Background: an optimization exercise with open tools, aiming at small area, a short achievable clock period and few clock cycles per item. Do not read the settings as production practice. No run shown here included a check of the RTL's function; only the layout flow was run. No activity file was given, so power comes from the tool's default toggle rates.

**design/flow/run.sh**
```bash
#!/bin/bash
# synth_recipe.tcl (not shown) runs the flow's synth.tcl, then flattens the netlist and writes it again
# the make line also repeats each setting of config.mk as NAME=value (left out here)
make -C /OpenROAD-flow-scripts/flow DESIGN_CONFIG=/design/flow/config.mk WORK_HOME=/design/flow/orfs CLKGATE_MAP_FILE= SYNTH_SCRIPT=/design/flow/synth_recipe.tcl finish
```
**design/flow/design.v**
```verilog
package mexp_pkg;
	localparam int OPERAND_WIDTH = 32;
	localparam int FIELD_W = 32;
	localparam int RES_W = OPERAND_WIDTH + 1;
	localparam int LOW_W = 27;
	localparam int TOP_W = 8;
endpackage
module mexp_lane
(
	input logic [mexp_pkg::TOP_W-1:0] te,
	input logic [1:0] p,
	input logic [mexp_pkg::LOW_W-1:0] ls,
	input logic [mexp_pkg::LOW_W-1:0] lc,
	input logic b,
	input logic [mexp_pkg::TOP_W-1:0] c0,
	input logic [mexp_pkg::TOP_W-1:0] cm1,
	input logic [mexp_pkg::TOP_W-1:0] cm2,
	input logic [mexp_pkg::TOP_W-1:0] cp1,
	input logic [mexp_pkg::TOP_W-1:0] cp2,
	input logic [mexp_pkg::LOW_W-1:0] a_low,
	input logic [mexp_pkg::OPERAND_WIDTH-1:0] m,
	input logic q_force,
	input logic q_add,
	output logic [mexp_pkg::TOP_W-1:0] te_next,
	output logic [1:0] p_next,
	output logic [mexp_pkg::LOW_W-1:0] ls_next,
	output logic [mexp_pkg::LOW_W-1:0] lc_next
);
	localparam int L = mexp_pkg::LOW_W;
	localparam int TW = mexp_pkg::TOP_W;
	logic pos, p2, neg, n2;
	logic sp1, sp2, sm1, sm2, sz;
	always_comb begin
		pos = !te[7];
		if (m[30] || m[29]) begin
			p2 = !te[7] && (te[6] || te[5]);
		end else begin
			p2 = !te[7] && (te[6] || te[5] || (te[4] && te[3]));
		end
		neg = te[7] && !(te[6] && te[5] && te[4]);
		if (m[30]) begin
			n2 = te[7] && !(te[6] && (te[5] || te[4]));
		end else begin
			n2 = te[7] && !(te[6] && te[5]);
		end
		sp2 = !q_force && p2;
		sp1 = !q_force && pos && !p2;
		sm2 = !q_force && n2;
		sm1 = q_force ? q_add : (neg && !n2);
		sz = !sp1 && !sp2 && !sm1 && !sm2;
	end
	logic [L-1:0] bal, x, y, s1, c1f, c1, qml, s2, c2f;
	always_comb begin
		bal = b ? a_low : '0;
		x = {ls[L-2:0], 1'b0};
		y = {lc[L-2:0], 1'b0};
		s1 = x ^ y ^ bal;
		c1f = (x & y) | (x & bal) | (y & bal);
		c1 = {c1f[L-2:0], 1'b0};
		qml = (~m[L-1:0] & {L{sp1}}) | (~{m[L-2:0], 1'b0} & {L{sp2}})
			| (m[L-1:0] & {L{sm1}}) | ({m[L-2:0], 1'b0} & {L{sm2}});
		s2 = s1 ^ c1 ^ qml;
		c2f = (s1 & c1) | (s1 & qml) | (c1 & qml);
		ls_next = s2;
		lc_next = {c2f[L-2:0], sp1 || sp2};
		p_next = {c1f[L-1] & c2f[L-1], c1f[L-1] ^ c2f[L-1]};
	end
	logic [2:0] u;
	logic [TW-1:0] tu, t0, tm1, tm2, tp1, tp2;
	always_comb begin
		u = {p, 1'b0} + {2'b00, ls[L-1]} + {2'b00, lc[L-1]};
		tu = {te[TW-2:0], 1'b0} + {{(TW-4){1'b0}}, u, 1'b0};
		t0 = tu + c0;
		tm1 = tu + cm1;
		tm2 = tu + cm2;
		tp1 = tu + cp1;
		tp2 = tu + cp2;
		te_next = (tp2 & {TW{sp2}}) | (tp1 & {TW{sp1}}) | (tm2 & {TW{sm2}}) | (tm1 & {TW{sm1}})
			| (t0 & {TW{sz}});
	end
endmodule
module modular_exponentiation_core
(
	input logic clk,
	input logic arst_n,
	input logic cfg_valid,
	output logic cfg_ready,
	input logic [mexp_pkg::FIELD_W-1:0] cfg_modulus,
	input logic req_valid,
	output logic req_ready,
	input logic [mexp_pkg::FIELD_W-1:0] req_message,
	input logic [mexp_pkg::FIELD_W-1:0] req_exponent,
	output logic rsp_valid,
	input logic rsp_ready,
	output logic [mexp_pkg::FIELD_W-1:0] rsp_power_mod
);
	localparam int N = mexp_pkg::OPERAND_WIDTH;
	localparam int RW = mexp_pkg::RES_W;
	localparam int L = mexp_pkg::LOW_W;
	localparam int TW = mexp_pkg::TOP_W;
	localparam int AW = RW - L;     
	typedef enum logic [3:0] {
		S_IDLE,    
		S_PREP,    
		S_INIT,    
		S_RED,     
		S_CRED,    
		S_SCAN,    
		S_SQR,     
		S_MUL,     
		S_CMUL,    
		S_FIX,     
		S_DBL,     
		S_CFIX,    
		S_SHR,     
		S_ONE,     
		S_ZERO,    
		S_RSP      
	} state_t;
	state_t state_q, state_d, state_n, nxt_q, nxt_d;
	logic ready_q, ready_d;
	logic rsp_valid_q, rsp_valid_d;
	logic cfg_ready_q;
	logic m_def_q;     
	logic m_norm_q;    
	logic sq_q;        
	logic fixed_q;     
	logic [N-1:0] m_q;
	logic [4:0] k_q;
	logic [RW-1:0] ac_q;    
	logic [RW-1:0] x_q;     
	logic [N:0] e_q;        
	logic [4:0] cnt_q;
	logic b_q;              
	logic bn_q;             
	logic [TW-1:0] te_q, te_step;
	logic [1:0] p_q, p_step;
	logic [L-1:0] ls_q, lc_q, ls_step, lc_step;
	logic [TW-1:0] cm1_q, cm2_q, cp1_q, cp2_q, c0;
	logic init_q, qf_q;
	logic [TW-1:0] ah;
	assign ah = {{(TW-AW){ac_q[RW-1]}}, ac_q[RW-1:L]};
	assign c0 = bn_q ? ah : '0;
	mexp_lane u_lane (
		.te (te_q),
		.p (p_q),
		.ls (ls_q),
		.lc (lc_q),
		.b (b_q),
		.c0 (c0),
		.cm1 (cm1_q),
		.cm2 (cm2_q),
		.cp1 (cp1_q),
		.cp2 (cp2_q),
		.a_low (ac_q[L-1:0]),
		.m (m_q),
		.q_force (qf_q),
		.q_add (ac_q[RW-1]),
		.te_next (te_step),
		.p_next (p_step),
		.ls_next (ls_step),
		.lc_next (lc_step)
	);
	function automatic logic [RW-1:0] add_bk(input logic [RW-1:0] x1, input logic [RW-1:0] x2);
		logic [RW-1:0] g, pr, gg, pp, c;
		g = x1 & x2;
		pr = x1 ^ x2;
		gg = g;
		pp = pr;
		for (int d = 1; d < RW; d = d * 2) begin
			for (int i = 2 * d - 1; i < RW; i = i + 2 * d) begin
				gg[i] = gg[i] | (pp[i] & gg[i-d]);
				pp[i] = pp[i] & pp[i-d];
			end
		end
		for (int d = 16; d >= 1; d = d / 2) begin
			for (int i = 3 * d - 1; i < RW; i = i + 2 * d) begin
				gg[i] = gg[i] | (pp[i] & gg[i-d]);
				pp[i] = pp[i] & pp[i-d];
			end
		end
		c = {gg[RW-2:0], 1'b0};
		add_bk = pr ^ c;
	endfunction
	logic [RW-1:0] v;
	assign v = add_bk({te_q[AW:1], ls_q}, {{(AW-2){1'b0}}, p_q, lc_q});
	logic e_top, e_rest_zero, e_last;
	assign e_top = e_q[N];
	assign e_rest_zero = e_q[N-1:0] == '0;
	assign e_last = e_q[N-1] && (e_q[N-2:0] == '0);
	logic m_zero;
	assign m_zero = m_q == '0;
	logic [4:0] cnt_dec, cnt_dec2;
	assign cnt_dec = cnt_q - 5'd1;
	assign cnt_dec2 = cnt_q - 5'd2;
	logic [N-1:0] ac_lo, x_lo;
	logic bit_nn;
	assign ac_lo = ac_q[N-1:0];
	assign x_lo = x_q[N-1:0];
	assign bit_nn = cnt_q > 5'd1 && (sq_q ? ac_lo[cnt_dec2] : x_lo[cnt_dec2]);
	always_comb begin
		state_d = state_q;
		nxt_d = nxt_q;
		ready_d = 1'b0;
		rsp_valid_d = rsp_valid_q && !rsp_ready;
		case (state_q)
			S_IDLE: ;
			S_PREP: begin
				if (m_norm_q && !m_def_q) begin
					state_d = S_INIT;
					if (m_zero || k_q == 5'd31) begin
						nxt_d = S_ZERO;
					end else begin
						nxt_d = S_RED;
					end
				end
			end
			S_INIT: state_d = nxt_q;
			S_RED: state_d = S_CRED;
			S_CRED: begin
				if (!e_top) begin
					state_d = S_SCAN;
				end else begin
					state_d = S_INIT;
					if (e_rest_zero) begin
						nxt_d = S_ONE;
					end else if (e_last) begin
						nxt_d = S_FIX;
					end else begin
						nxt_d = S_SQR;
					end
				end
			end
			S_SCAN: begin
				if (e_top) begin
					state_d = S_INIT;
					nxt_d = S_RED;
				end
			end
			S_SQR, S_MUL: begin
				if (cnt_q == 5'd0) begin
					state_d = S_CMUL;
				end
			end
			S_CMUL: begin
				state_d = S_INIT;
				if (sq_q && e_top) begin
					nxt_d = S_MUL;
				end else if (e_last) begin
					nxt_d = S_FIX;
				end else begin
					nxt_d = S_SQR;
				end
			end
			S_ONE: begin
				state_d = S_INIT;
				nxt_d = S_FIX;
			end
			S_FIX: begin
				if (k_q != 5'd0 && !fixed_q) begin
					state_d = S_DBL;
				end else begin
					state_d = S_CFIX;
				end
			end
			S_DBL: begin
				if (cnt_q == 5'd1) begin
					state_d = S_CFIX;
				end
			end
			S_CFIX: begin
				if (k_q != 5'd0 && !fixed_q) begin
					state_d = S_INIT;
					nxt_d = S_FIX;
				end else if (k_q != 5'd0) begin
					state_d = S_SHR;
				end else begin
					state_d = S_RSP;
					rsp_valid_d = 1'b1;
				end
			end
			S_SHR: begin
				if (cnt_q == 5'd1) begin
					state_d = S_RSP;
					rsp_valid_d = 1'b1;
				end
			end
			S_ZERO: begin
				state_d = S_RSP;
				rsp_valid_d = 1'b1;
			end
			S_RSP: ;
			default: state_d = S_IDLE;
		endcase
		state_n = state_d;
		if (state_q == S_IDLE) begin
			if (req_valid && ready_q) begin
				state_d = S_PREP;
			end else begin
				ready_d = 1'b1;
			end
		end
		if (state_q == S_RSP && rsp_ready) begin
			state_d = S_IDLE;
			ready_d = 1'b1;
		end
	end
	logic i_neg, i_b1, i_b2, i_one;
	logic [TW-1:0] i_h, i_te;
	always_comb begin
		i_neg = 1'b0;
		i_b1 = 1'b0;
		i_b2 = 1'b0;
		case (nxt_q)
			S_SQR: begin
				i_neg = ac_q[RW-1];
				i_b1 = ac_q[N-1];
				i_b2 = ac_q[N-2];
			end
			S_MUL: begin
				i_neg = x_q[RW-1];
				i_b1 = x_q[N-1];
				i_b2 = x_q[N-2];
			end
			S_RED, S_FIX: i_b1 = 1'b1;
			default: ;
		endcase
		i_one = nxt_q == S_ONE;
		i_h = i_neg ? ~ah : '0;
		i_te = {i_h[TW-2:0], 1'b0} + (i_b1 ? ah : '0);
	end
	logic [TW-1:0] k1, k2, cs_m1, cs_m2, cs_p1, cs_p2;
	logic cbit;
	always_comb begin
		k1 = {{(TW-(N-L)){1'b0}}, m_q[N-1:L]};
		k2 = {{(TW-(N-L+1)){1'b0}}, m_q[N-1:L-1]};
		cs_m1 = {k1[TW-2:0], 1'b0} + ah;
		cs_m2 = {k2[TW-2:0], 1'b0} + ah;
		cs_p1 = {~k1[TW-2:0], 1'b0} + ah;
		cs_p2 = {~k2[TW-2:0], 1'b0} + ah;
		if (state_q == S_INIT) begin
			cbit = i_b2;
		end else if (state_q == S_SQR || state_q == S_MUL) begin
			cbit = bit_nn;
		end else begin
			cbit = 1'b0;
		end
	end
	always_ff @(posedge clk or negedge arst_n) begin
		if (!arst_n) begin
			state_q <= S_IDLE;
			ready_q <= 1'b0;
			rsp_valid_q <= 1'b0;
			cfg_ready_q <= 1'b0;
			m_def_q <= 1'b1;
			m_norm_q <= 1'b0;
		end else begin
			state_q <= state_d;
			ready_q <= ready_d;
			rsp_valid_q <= rsp_valid_d;
			cfg_ready_q <= cfg_valid && !cfg_ready_q && state_q == S_IDLE;
			if (cfg_ready_q) begin
				m_def_q <= 1'b0;
				m_norm_q <= 1'b0;
			end else if (state_q == S_PREP) begin
				if (m_def_q) begin
					m_def_q <= 1'b0;
					m_norm_q <= 1'b1;
				end else if (m_q[N-1] || m_zero) begin
					m_norm_q <= 1'b1;
				end
			end
		end
	end
	always_ff @(posedge clk) begin
		nxt_q <= nxt_d;
		if (cfg_ready_q) begin
			m_q <= cfg_modulus;
			k_q <= '0;
		end else if (state_q == S_PREP && m_def_q) begin
			m_q <= 32'h8000_0000;
			k_q <= 5'd30;
		end else if (state_q == S_PREP && !m_norm_q && !m_q[N-1] && !m_zero) begin
			m_q <= m_q << 1;
			k_q <= k_q + 5'd1;
		end
		if (state_q == S_IDLE) begin
			ac_q <= {1'b0, req_message};
		end else if (state_q == S_CRED || state_q == S_CMUL || state_q == S_CFIX || state_q == S_ONE) begin
			ac_q <= v;
		end
		if (state_q == S_CRED || state_q == S_ZERO || (state_q == S_CFIX && (fixed_q || k_q == 5'd0))) begin
			x_q <= v;
		end else if (state_q == S_SHR) begin
			x_q <= x_q >> 1;
		end
		if (state_q == S_IDLE) begin
			e_q <= {req_exponent, 1'b1};
		end else if ((state_q == S_SCAN || state_q == S_PREP || state_q == S_RED
				|| (state_q == S_INIT && nxt_q == S_RED)) && !e_top) begin
			e_q <= e_q << 1;
		end else if (state_q == S_CRED && e_top && !e_rest_zero) begin
			e_q <= e_q << 1;
		end else if (state_q == S_CMUL && !(sq_q && e_top)) begin
			e_q <= e_q << 1;
		end
		if (init_q) begin
			te_q <= i_te;
			p_q <= '0;
			ls_q <= i_neg ? ~ac_q[L-1:0] : '0;
			lc_q <= {{(L-1){1'b0}}, i_neg || i_one};
		end else begin
			te_q <= te_step;
			p_q <= p_step;
			ls_q <= ls_step;
			lc_q <= lc_step;
		end
		cm1_q <= (cs_m1 & {TW{cbit}}) | ({k1[TW-2:0], 1'b0} & {TW{!cbit}});
		cm2_q <= (cs_m2 & {TW{cbit}}) | ({k2[TW-2:0], 1'b0} & {TW{!cbit}});
		cp1_q <= (cs_p1 & {TW{cbit}}) | ({~k1[TW-2:0], 1'b0} & {TW{!cbit}});
		cp2_q <= (cs_p2 & {TW{cbit}}) | ({~k2[TW-2:0], 1'b0} & {TW{!cbit}});
		if (state_q == S_SQR || state_q == S_MUL || state_q == S_DBL || state_q == S_SHR) begin
			cnt_q <= cnt_dec;
		end else if (state_q == S_FIX || state_q == S_CFIX) begin
			cnt_q <= k_q;
		end else begin
			cnt_q <= 5'd31;
		end
		init_q <= state_n == S_INIT;
		qf_q <= state_n == S_FIX;
		if (state_q == S_INIT) begin
			b_q <= i_b1;
			bn_q <= i_b2;
		end else if (state_q == S_SQR || state_q == S_MUL) begin
			b_q <= bn_q;
			bn_q <= bit_nn;
		end else begin
			b_q <= 1'b0;
			bn_q <= 1'b0;
		end
		if (state_q == S_CRED || state_q == S_CMUL) begin
			sq_q <= nxt_d == S_SQR;
		end
		if (state_q == S_IDLE) begin
			fixed_q <= 1'b0;
		end else if (state_q == S_CFIX) begin
			fixed_q <= 1'b1;
		end
	end
	assign cfg_ready = cfg_ready_q;
	assign req_ready = ready_q;
	assign rsp_valid = rsp_valid_q;
	assign rsp_power_mod = x_q[N-1:0];
endmodule
```
**design/flow/config.mk**
```make
export PLATFORM = sky130hd
export DESIGN_NAME = modular_exponentiation_core
export DESIGN_NICKNAME = modular_exponentiation_core
export VERILOG_FILES = /design/flow/design.v
export SDC_FILE = /design/flow/constraint.sdc
export NUM_CORES = 4
export LEC_CHECK = 0
export CAP_MARGIN = 20
export CORE_MARGIN = 2
export CORE_UTILIZATION = 40
export SETUP_SLACK_MARGIN = 4.5
export SLEW_MARGIN = 20
```
**design/flow/constraint.sdc**
```tcl
create_clock -name core_clock -period 8.0 [get_ports {clk}]
set_input_delay 1.6000 -clock core_clock [delete_from_list [all_inputs] [get_ports {clk}]]
set_output_delay 1.6000 -clock core_clock [all_outputs]
set_load 0.01 [all_outputs]
```
==> qor.yml, run 1 <==
vias: 13577
drc: 0
grt_max_degree: 79
ys.flop_type: "edfxtp_1"
slew_headroom_pct: 36.8
overflow: 0
syn_area_um2: 17100
finalInstanceArea_um2: 20100
hold_violations: 0
holdBufCountCts: 0
synth-edff-count: 130
worstPathRequired_ns: 6.40
endpoint_kind: "output pin"
rsz0062_at_grt: "yes"
grt_pass1_vias: 13858
cts_tree: "done"
p_leak_nw: 8.81
clkTransAtPathRegs_ns: 0.06
clockRootBuffer: "clkbuf_16"
finalClockSkew_ns: 0.00881
crit_slowest_cell: "clkdlybuf4s50_1"
drt_wl_total_um: 49100
dpl_cell_area_um2: 18800
path_cells: "buf_12 > clkdlybuf4s50_1"
drt_iter0_markers: 1029
cap_violations: 0
crit_arrival_ns: 1.83
clockBufferDepth: 3
syn_nets: 2135
via_per_inst: 5.44
ys_types: 72
worstSetupPathType: "flip-flop to output pin"
crit_fanout: 73
portBuffers: 135
finish.net_count: 2212
die_w_um: 211
synth.ff_latch_count: 253
start_util_pct: 40.7
core_um2: 42000
synthArstFlopShare_pct: 3.56
die_y_um: 211
grt_pass1_wl_um: 77300
pin_count: 136
postSynthCellCount: 1856
yosys_warnings: 2
die-area_um2: 44400
slew_viol_final: 0
htree_levels: 1
antenna_left: 0
layout_worst_path_cycle_share_pct: 42.9
cp_num_buf_inv: 2
cts_buffers: 30
rows: 75
drt-pass1-iter-count: 6
drive_above_1_share_pct: 8.18
gp_congestion: 0.884
ir_drop_mv: 0.203
drt-wirelength-per-cell_um: 19.7
ys_seq_area_share_pct: 37.5
start_kind: "flip-flop"
setup_viol: 0
outcome: "finished clean"
fin_setup_tns_ns: 0
cts.sinks: 253
syn_to_final_growth_pct: 17.7
period_needed_ns: 3.43
syn_avg_cell_area_um2: 9.22
critPathTopFamily: "buffers and inverters"
power_density_nw_per_um2: 505
grt_usage_pct: 22.3
slowest_delay_ns: 0.60
hold_ws_ns: 0.497
clock_latency_ns: 0.57
antenna_found_initial: 1
hp-class: "flip-flop to flip-flop"
dpl.hpwl_um: 35800
fmax_mhz: 291
max_slew.worst_pin.slew_ns: 0.941
-- final timing paths --
kind | cells after the start | start | slack, ns | endpoint
max | 2 | cfg_ready_q | 4.57 | cfg_ready
min | 1 | ac_q[19] | 0.50 | ls_q[19]
max reg2reg | 14 | ls_q[0] | 4.62 | ac_q[31]
min reg2reg | 1 | ac_q[19] | 0.50 | ls_q[19]
max in group asynchronous | 1 | arst_n | 6.35 | m_def_q
min in group asynchronous | 1 | arst_n | 1.33 | state_q[0]
-- power by group --
group / internal, mW / switching [mW] / total, mW
logic: 2.49 / 3.39 / 5.88
clock network: 0.869 / 0.572 / 1.44
registers: 2.22 / 0.618 / 2.84
total: 5.58 / 4.58 / 10.2
-- sequential cells by signal (all words and copies together), names as in the netlist, 4 cells and up --
signal and flops:
e_q 33, cp1_q 7, m_q 32, nxt_q 4, cnt_q 5, k_q 5, ac_q 33, te_q 8
cm1_q 7, cm2_q 7, ls_q 27, lc_q 27, state_q 4, cp2_q 8, x_q 33
-- final cells by class --
cell class / instances / area, µm²
multi-input combinational: 1297 / 9650
fill: 4041 / 21900
sequential: 253 / 6420
tap: 539 / 674
inverter: 181 / 679
timing repair buffer: 170 / 1650
antenna: 1 / 2.50
clock buffer: 47 / 1010
clock inverter: 9 / 51.3
-- logic make-up (layout without fill, tap and decap cells) --
family                   count (synthesis)  in the layout  synth area share, %
AND/OR/NAND/NOR                        611            611                 15.4
AO/OA/AOI/OAI                          365            365                 13.9
buffers and inverters                  306            407                 7.51
flip-flops                             253            253                 37.5
adder cells (fa/ha/maj)                178            178                 16.4
XOR/XNOR                                84             84                 4.30
multiplexers                            59             59                 4.94
other                                    0              1                    0
-- Yosys cell counts (all sizes together) (12+ instances only) --
| library cell | number | area share, % |
|---|---|---|
| a21o | 31 | 1.4 |
| a21oi | 101 | 3.0 |
| a222oi | 27 | 1.6 |
| buf | 48 | 1.9 |
| clkbuf | 77 | 1.7 |
| dfxtp | 114 | 13 |
| edfxtp | 130 | 23 |
| fa | 78 | 9.1 |
| ha | 100 | 7.3 |
| inv | 180 | 3.9 |
| mux2i | 35 | 2.0 |
| mux4 | 20 | 2.6 |
| nand2 | 377 | 8.3 |
| nand2b | 12 | 0.44 |
| nand3 | 12 | 0.35 |
| nor2 | 95 | 2.1 |
| nor2b | 43 | 1.6 |
| nor3 | 17 | 0.56 |
| nor4 | 18 | 0.66 |
| o21ai | 88 | 2.6 |
| o21bai | 12 | 0.53 |
| o31ai | 31 | 1.4 |
| xnor2 | 60 | 3.1 |
| xor2 | 24 | 1.2 |
-- metal layers --
layer  routed length, µm  up-vias  part of all wire (%)  GRT usage, %
met1               21300     6643                    43          29.5
li1                    -     6488                     -             -
met5                   0        -                     0             0
met3                2660       61                   5.4          3.37
met2               23700      385                    48          38.2
met4                1430        0                   2.9          6.12
-- what timing repair did --
action	4_1_cts	5_1_grt
pin swaps	3	16
setup endpoints to repair	15	31
hold endpoints to repair	0	0
setup buffers	3	7
resized for setup	12	33
-- metrics by stage --
stage          power [mW]  setup slack, ns  utilization [%]  instances
2_1_floorplan        6.83             4.59                -       1856
3_3_place_gp         8.38             4.20             44.6       2428
3_5_place_dp         8.50             4.25             44.7       2430
4_1_cts              10.1             4.47             47.4       2489
5_1_grt              11.1             4.45             47.9       2496
6_report             10.2             4.57             47.9       2497
-- cell usage in the layout (no fill, tap or decap), types with 8 or more instances in the layout --
cell type | netlist | routed
fa_1 | 78 | 74
dfxtp_1 | 114 | 111
nor2b_1 | 43 | 42
buf_4 | 33 | 32
xnor2_1 | 60 | 56
o31ai_1 | 31 | 30
mux2i_1 | 35 | 35
nor2_1 | 95 | 94
and2_1 | 10 | 10
clkbuf_16 | 0 | 37
edfxtp_1 | 130 | 130
a31oi_1 | 9 | 8
a21o_1 | 31 | 31
inv_1 | 177 | 176
ha_1 | 100 | 94
nor3_1 | 16 | 15
nand3_1 | 12 | 11
o21ai_0 | 88 | 81
a21oi_1 | 101 | 95
nor4_1 | 18 | 18
mux4_2 | 20 | 20
clkdlybuf4s50_1 | 0 | 135
xor2_1 | 24 | 21
o21bai_1 | 12 | 11
nand2b_1 | 12 | 12
nand2_1 | 377 | 376
a222oi_1 | 27 | 27
==> run 2, diff against run 1 <==
--- a/design/flow/config.mk
+++ b/design/flow/config.mk
@@ -10,3 +10,3 @@
 export CORE_UTILIZATION = 40
-export SETUP_SLACK_MARGIN = 4.5
+export SETUP_SLACK_MARGIN = 4.9
 export SLEW_MARGIN = 20
==> run 2 against run 1 <==
Non-clock buffer count rose by 39. First-iteration DRC count fell by 4.1%. Sequential power barely moved. Area after synthesis did not move. Power rose by 5.2%. Sequential cell count did not move. Final cell count rose by 1.4%. Critical path depth rose by 12. Clock skew rose by 0.0076 ns. Largest power group unchanged. Highest routed layer unchanged.
==> qor.yml, run 2 <==
path_cells: "ha_4 > fa_2 > a211oi_2 > o21ai_2 > o211ai_1 > buf_4 > a21oi_2 > a311o_1 > a211o_1 > a21oi_2 > nor2b_1 > ha_2 > xnor2_2 > a21oi_1"
clockRootBuffer: "clkbuf_16"
cts_tree: "done"
syn_nets: 2135  # unchanged
yosys_warnings: 2  # unchanged
grt_usage_pct: 22.2  # -0.10 points
synth.ff_latch_count: 253  # unchanged
finalClockSkew_ns: 0.0164  # +0.00755 ns
synthArstFlopShare_pct: 3.56  # unchanged
fin_setup_tns_ns: 0  # unchanged
synth_common_cells: "nand2_1 (377), inv_1 (177), edfxtp_1 (130)"
power_density_nw_per_um2: 515  # +2.0%
max_slew.worst_pin.slew_ns: 0.932  # -0.00844 ns
core_um2: 42000  # unchanged
fmax_mhz: 307  # +5.4%
drt-pass1-iter-count: 9  # +3
slowest_delay_ns: 0.38  # -0.22 ns
worstPathRequired_ns: 8.30  # +1.90 ns
stdcell_count: 2533  # +1.4%
die_w_um: 211  # unchanged
antenna_left: 0  # unchanged
syn_to_final_growth_pct: 21.4
overflow: 0  # unchanged
drt_iter0_markers: 987  # -4.1%
pin_count: 136  # unchanged
clkTransAtPathRegs_ns: 0.06  # about the same
htree_levels: 1  # unchanged
rows: 75  # unchanged
drc: 0  # unchanged
ys.flop_type: "edfxtp_1"
finish.net_count: 2250  # +1.7%
drt_wl_total_um: 49800  # +1.3%
cp_num_buf_inv: 1  # -1
via_per_inst: 5.45  # +0.23%
vias: 13805  # +1.7%
synth-edff-count: 130  # unchanged
place_inst: 2429  # -0.041%
critPathTopFamily: "compound AO/OA/AOI/OAI gates"
grt_pass1_vias: 13965  # +0.77%
syn_avg_cell_area_um2: 9.22  # unchanged
layout_commonest_cell: "nand2_1"
synth_top_cell_area_share_pct: 22.8  # unchanged
r2r_cells: 14  # unchanged
cts_buffers: 29  # -3.3%
antenna_found_initial: 0  # -1
grt_max_degree: 79  # unchanged
drive_above_1_share_pct: 12.8  # +4.6 points
hp-start: "ac_q[2]"
outcome: "finished clean"
portBuffers: 135  # unchanged
ir_drop_mv: 0.229  # +13%
postSynthCellCount: 1856  # unchanged
hp-class: "flip-flop to flip-flop"
crit_slowest_cell: "a311o_1"
rsz0062_at_grt: "yes"
yosysMostFrequentCell: "nand2_1"
top_regs: "ac_q (33), e_q (33), x_q (33)"
cap_violations: 0  # unchanged
crit_arrival_ns: 3.55  # +1.72 ns
grt_pass1_wl_um: 77300  # about the same
drt-wirelength-per-cell_um: 19.6  # -0.13%
gp_congestion: 0.908  # +2.8%
hold_violations: 0  # unchanged
start_kind: "flip-flop"
period_needed_ns: 3.26  # -0.177 ns
diodes: 0  # -1
clockBufferDepth: 3  # unchanged
endpoint_kind: "flip-flop"
layout_worst_path_cycle_share_pct: 40.7  # -2.2 points
ys_types: 72  # unchanged
die_y_um: 211  # unchanged
setup_viol: 0  # unchanged
rrSetupSlack_ns: 4.74  # +0.12 ns
total_power_mw: 10.7  # +5.2%
r2r_start: "lc_q[0]"
crit_fanout: 3  # -96%
yosys.area.top_type: "edfxtp_1"
cts.sinks: 253  # unchanged
r2r-end: "ac_q[31]"
synthTopCellsByArea: "edfxtp_1 (23%), dfxtp_1 (13%), fa_1 (9.1%)"
clock_latency_ns: 0.58  # about the same
die-area_um2: 44400  # unchanged
ys_seq_area_share_pct: 37.5  # unchanged
p_leak_nw: 9.07  # +3.0%
critPathMostFrequentCell: "a21oi_2"
min_to: "ls_q[2]"
start_util_pct: 40.7  # unchanged
layout_common_cells: "nand2_1 (376), inv_1 (173), edfxtp_1 (130)"
syn_area_um2: 17100  # unchanged
dpl.hpwl_um: 35400  # -0.98%
slew_headroom_pct: 37.9  # +1.0 points
slew_viol_final: 0  # unchanged
min_path_cells: 1  # unchanged
worstSetupPathType: "flip-flop to flip-flop"
-- run 2: cell counts after synthesis --
Identical to the previous run, type by type.
-- run 2: worst max-delay path by stage --
stage          startpoint       end  slack, ns  cells after the start
2_1_floorplan    lc_q[26]   te_q[6]       4.87                     14
3_3_place_gp         sq_q  cp1_q[1]       4.26                      7
3_5_place_dp      ls_q[0]  ac_q[31]       4.34                     13
4_1_cts           lc_q[0]  ac_q[31]       4.73                     14
5_1_grt           lc_q[0]  ac_q[31]       4.60                     14
6_report          lc_q[0]  ac_q[31]       4.74                     14
-- run 2: power by group --
part	internal [mW]	switching (mW)
sequential	2.22	0.632
clock	0.718	0.565
combinational	2.90	3.65
-- run 2: stage by stage --
step	worst slack, ns	hold WS [ns]	utilization (%)	cell area, µm²
after detailed placement	4.34	0.466	44.9	18900
after global routing	4.60	0.505	49.4	20800
after CTS	4.73	0.491	48.6	20400
final	4.74	0.488	49.4	20800
after floorplan	4.87	0.441	-	17200
after global placement	4.26	0.474	44.8	18800
-- run 2: layout make-up --
type | count | area (µm²)
Inverter | 181 | 684
Fill cell | 3951 | 21300
Sequential cell | 253 | 6430
Clock inverter | 15 | 108
Timing Repair Buffer | 209 | 1950
Tap cell | 539 | 674
Clock buffer | 39 | 783
Multi-Input combinational cell | 1297 | 10100
-- run 2: logic make-up (layout without fill, tap and decap cells) --
group	Yosys count	in the layout	synth area share, %
AOI/OAI and AO/OA	365	365	13.9
xor gates and xnor gates	84	84	4.30
muxes	59	59	4.94
adders and majority gates	178	178	16.4
DFF	253	253	37.5
and+or+nand+nor	611	611	15.4
buffers and inverters	306	444	7.51
-- run 2: routing by layer --
layer / global-route usage (%) / routed length [µm] / vias up
li1: - / - / 6561
met1: 29.3 / 21200 / 6727
met2: 37.1 / 23600 / 423
met3: 3.63 / 3060 / 94
met4: 7.67 / 1940 / 0
met5: 0 / 0 / -
-- run 2: timing repair --
item / 4_1_cts / 5_1_grt
pin swaps: 61 / 35
gates cloned: 0 / 1
hold buffers: 0 / 0
resized for setup: 106 / 49
setup endpoints to repair: 91 / 149
setup buffers: 39 / 10
==> run 3, diff against run 2 <==
--- a/design/flow/design.v
+++ b/design/flow/design.v
@@ -138,3 +138,3 @@
 	logic [L-1:0] ls_q, lc_q, ls_step, lc_step;
-	logic [TW-1:0] cm1_q, cm2_q, cp1_q, cp2_q, c0;
+	logic [TW-1:0] cm1, cm2, cp1, cp2, c0;
 	logic init_q, qf_q;
@@ -150,6 +150,6 @@
 		.c0 (c0),
-		.cm1 (cm1_q),
-		.cm2 (cm2_q),
-		.cp1 (cp1_q),
-		.cp2 (cp2_q),
+		.cm1 (cm1),
+		.cm2 (cm2),
+		.cp1 (cp1),
+		.cp2 (cp2),
 		.a_low (ac_q[L-1:0]),
@@ -332,3 +332,2 @@
 	logic [TW-1:0] k1, k2, cs_m1, cs_m2, cs_p1, cs_p2;
-	logic cbit;
 	always_comb begin
@@ -340,9 +339,6 @@
 		cs_p2 = {~k2[TW-2:0], 1'b0} + ah;
-		if (state_q == S_INIT) begin
-			cbit = i_b2;
-		end else if (state_q == S_SQR || state_q == S_MUL) begin
-			cbit = bit_nn;
-		end else begin
-			cbit = 1'b0;
-		end
+		cm1 = (cs_m1 & {TW{bn_q}}) | ({k1[TW-2:0], 1'b0} & {TW{!bn_q}});
+		cm2 = (cs_m2 & {TW{bn_q}}) | ({k2[TW-2:0], 1'b0} & {TW{!bn_q}});
+		cp1 = (cs_p1 & {TW{bn_q}}) | ({~k1[TW-2:0], 1'b0} & {TW{!bn_q}});
+		cp2 = (cs_p2 & {TW{bn_q}}) | ({~k2[TW-2:0], 1'b0} & {TW{!bn_q}});
 	end
@@ -417,6 +413,2 @@
 		end
-		cm1_q <= (cs_m1 & {TW{cbit}}) | ({k1[TW-2:0], 1'b0} & {TW{!cbit}});
-		cm2_q <= (cs_m2 & {TW{cbit}}) | ({k2[TW-2:0], 1'b0} & {TW{!cbit}});
-		cp1_q <= (cs_p1 & {TW{cbit}}) | ({~k1[TW-2:0], 1'b0} & {TW{!cbit}});
-		cp2_q <= (cs_p2 & {TW{cbit}}) | ({~k2[TW-2:0], 1'b0} & {TW{!cbit}});
 		if (state_q == S_SQR || state_q == S_MUL || state_q == S_DBL || state_q == S_SHR) begin
--- a/design/flow/config.mk
+++ b/design/flow/config.mk
@@ -10,3 +10,3 @@
 export CORE_UTILIZATION = 40
-export SETUP_SLACK_MARGIN = 4.9
+export SETUP_SLACK_MARGIN = 4.3
 export SLEW_MARGIN = 20
==> run 3 against run 2 <==
Synthesized cell count is 1.6% higher. Still clean. Clock power hardly changed. Via count is 0.69% higher. Routed wire length is 0.21% lower. Largest cell class unchanged. Core utilization is 2.3 points lower. Sequential cell count is 29 lower. Sequential power is 7.0% lower. Register-to-register slack worse by 0.34 ns. Power is 5.2% lower.
==> qor.yml, run 3 <==
ys_types: 86  # +19%
fmax_mhz: 278  # -9.6%
min_to: "e_q[0]"
ys.flop_type: "edfxtp_1"
cp_num_buf_inv: 0  # -1
grt_pass1_vias: 14112  # +1.1%
finalClockSkew_ns: 0.0217  # +0.00532 ns
crit_fanout: 5  # +2
synthArstFlopShare_pct: 4.02  # +0.46 points
power_density_nw_per_um2: 512  # -0.42%
finish.net_count: 2239  # -0.49%
drt-pass1-iter-count: 8  # -1
top_regs: "ac_q (33), e_q (33), x_q (33)"
synth_top_cell_area_share_pct: 22.9  # +0.11 points
syn_to_final_growth_pct: 16.1
endpoint_kind: "flip-flop"
grt_max_degree: 74  # -6.3%
drc: 0  # unchanged
worstPathRequired_ns: 8.43  # +0.13 ns
clockRootBuffer: "clkbuf_16"
slew_viol_final: 0  # unchanged
p_leak_nw: 8.53  # -6.0%
ys_seq_area_share_pct: 34.3  # -3.2 points
die_w_um: 210  # -0.24%
syn_nets: 2163  # +1.3%
power.net_switching_mw: 4.66  # -3.8%
dpl.hpwl_um: 36900  # +4.2%
yosysMostFrequentCell: "nand2_1"
drive_above_1_share_pct: 8.88  # -3.9 points
yosys.area.top_type: "edfxtp_1"
die_y_um: 210  # -0.24%
die-area_um2: 44200  # -0.47%
synth-edff-count: 130  # unchanged
synthTopCellsByArea: "edfxtp_1 (23%), dfxtp_1 (10%), fa_1 (9.2%)"
outcome: "finished clean"
layout_worst_path_cycle_share_pct: 45.0  # +4.3 points
via_per_inst: 5.51  # +1.1%
power.internal_mw: 5.47  # -6.3%
pwr-share-comb_pct: 61.1  # -0.2 points
swShare_pct: 46.0  # +0.66 points
htree_levels: 1  # unchanged
gp_congestion: 0.907  # -0.18%
syn_avg_cell_area_um2: 9.03  # -2.1%
cts.sinks: 224  # -11%
cts_buffers: 27  # -6.9%
clock_latency_ns: 0.58  # about the same
yosys_warnings: 2  # unchanged
fin_setup_tns_ns: 0  # unchanged
rrSetupSlack_ns: 4.40  # -0.34 ns
core_um2: 41900  # -0.22%
overflow: 0  # unchanged
slew_headroom_pct: 35.8  # -2.1 points
pin_count: 136  # unchanged
stdcell_count: 2523  # -0.39%
start_util_pct: 40.6  # -0.11 points
syn_area_um2: 17000  # -0.48%
clockPowerShare_pct: 12.7  # +0.7 points
antenna_found_initial: 2  # +2
start_kind: "flip-flop"
rsz0062_at_grt: "yes"
r2r-end: "te_q[7]"
seqPwrFrac_pct: 26.2  # -0.5 points
ir_drop_mv: 0.225  # -1.6%
slowest_delay_ns: 0.53  # +0.15 ns
setup_viol: 0  # unchanged
max_slew.worst_pin.slew_ns: 0.964  # +0.0314 ns
synth_common_cells: "nand2_1 (341), inv_1 (175), nor2_1 (131)"
crit_arrival_ns: 4.03  # +0.48 ns
rows: 75  # unchanged
cts_tree: "done"
critPathTopFamily: "compound AO/OA/AOI/OAI gates"
vias: 13900  # +0.69%
final_util_pct: 47.1  # -2.3 points
worstSetupPathType: "flip-flop to flip-flop"
num-fill-cells: 3922  # -0.73%
min_path_cells: 2  # +1
postSynthCellCount: 1886  # +1.6%
hp-start: "e_q[0]"
clockBufferDepth: 3  # unchanged
antenna_left: 0  # unchanged
drt-wirelength-per-cell_um: 19.7  # +0.19%
total_power_mw: 10.1  # -5.2%
layout_common_cells: "nand2_1 (341), inv_1 (174), clkdlybuf4s50_1 (135)"
drt_wl_total_um: 49700  # -0.21%
grt_pass1_wl_um: 78600  # +1.7%
grt_usage_pct: 22.7  # +0.50 points
layout_commonest_cell: "nand2_1"
drt_iter0_markers: 1404  # +42%
path_cells: "ha_1 > fa_1 > a21o_1 > a21oi_1 > nor2_1 > xor2_1 > ha_1 > a21oi_1 > o31ai_2 > xnor2_1 > a221o_1 > a211oi_2 > o22ai_1"
place_inst: 2460  # +1.3%
crit_slowest_cell: "xor2_1"
hp-class: "flip-flop to flip-flop"
hold_violations: 0  # unchanged
r2r_start: "ls_q[26]"
cap_violations: 0  # unchanged
period_needed_ns: 3.60  # +0.345 ns
synth.ff_latch_count: 224  # -11%
portBuffers: 135  # unchanged
r2r_cells: 13  # -1
clkTransAtPathRegs_ns: 0.06  # about the same
[run 3: changes by cell type after synthesis, moves of 20 or more]
cell	change
o31ai_1	-27
dfxtp_1	-29
mux2_2	+27
a21oi_1	+20
nor2_1	+36
nand2_1	-36
[run 3: per-stage QoR]
stage	hold slack, ns	setup slack, ns	instance area [µm²]
after CTS	0.503	4.29	19600
final	0.502	4.40	19800
after floorplan	0.457	4.69	17000
after global routing	0.534	4.23	19800
after detailed placement	0.490	4.20	18700
after global placement	0.484	4.30	18700
[run 3: kinds of logic (layout without fill, tap and decap cells)]
logic type | count (synthesis) | count (layout) | share of synthesized area (%)
simple gates | 658 | 658 | 17.3
mux | 88 | 88 | 6.86
fa+ha+maj | 179 | 179 | 16.6
other cells | 0 | 1 | 0
xor+xnor | 67 | 67 | 3.49
buf+inv | 299 | 396 | 7.52
compound gates | 371 | 371 | 14.0
flops | 224 | 224 | 34.3
[run 3: final cells by class]
class                      count  area (µm²)  area share [%]
timing repair buffer         168        1620            8.21
inverter                     178         671            3.39
multi-input combinational   1363       10000            50.8
antenna                        1        2.50          0.0127
tap                          539         674            3.41
clock buffer                  36         791            4.00
sequential                   224        5840            29.5
clock inverter                14         141           0.715
[run 3: power groups by stage]
stage               combinational (mW)  clock (mW)  sequential, mW
finish                            6.19        1.28            2.66
global route                      6.94        1.35            2.74
CTS                               6.08        1.30            2.67
detailed placement                6.01           0            2.68
global placement                  5.89           0            2.68
floorplan                         4.52           0            2.38
[run 3: worst min-delay path, cell delays in order, from the launching register on]
cell,delay [ns]
dfxtp_1,0.31
inv_1,0.06
o21ai_0,0.08
[run 3: worst max path at each step]
stage	start	end	depth (start not counted)
final	ls_q[26]	te_q[7]	13
after detailed placement	ls_q[26]	te_q[7]	16
after global routing	ls_q[26]	te_q[7]	16
after CTS	ls_q[26]	te_q[7]	16
after floorplan	ls_q[26]	te_q[7]	16
after global placement	ls_q[26]	te_q[7]	14
[run 3: repair_timing]
item,CTS,global route
setup buffers,0,12
endpoints found under the setup margin,2,9
hold buffers,0,0
pin swaps,0,2
gates resized for setup,3,10
[run 3: layer usage]
metal	global-route usage [%]	part of all wire, %	vias up
li1	-	-	6615
met1	32.5	46	6710
met2	35.3	45	491
met3	3.56	7.0	82
met4	7.12	2.8	2
met5	0	0.024	-

-- afterwards: timing with drivers on the ports --
The results above use ideal ports. As a check the final layouts listed here were re-extracted and re-timed, cells and wires unchanged. Step 1 sets driving cells, clkbuf_16 on the clock port and buf_2 on the other inputs (assumed; they add their load-dependent delay and slew). Step 2 moves the port delays by t, midway between the first and last clock arrival at a register: inputs arrive t later, outputs are due t later. That takes back most of the time a late clock gives input paths. Three values: no drivers, after step 1, after step 2; two values: the first two.
run | t, ns | setup slack, ns | worst setup path at the end | clock arrival spread, ns
run 1 | 0.627 | 4.568 / 4.512 / 4.620 | register to register | 0.010 / 0.009
run 2 | 0.629 | 4.745 / 4.745 / 4.745 | register to register | 0.018 / 0.017
run 3 | 0.621 | 4.400 / 4.400 / 4.400 | register to register | 0.022 / 0.023
After both steps setup and hold are still met in every run listed.
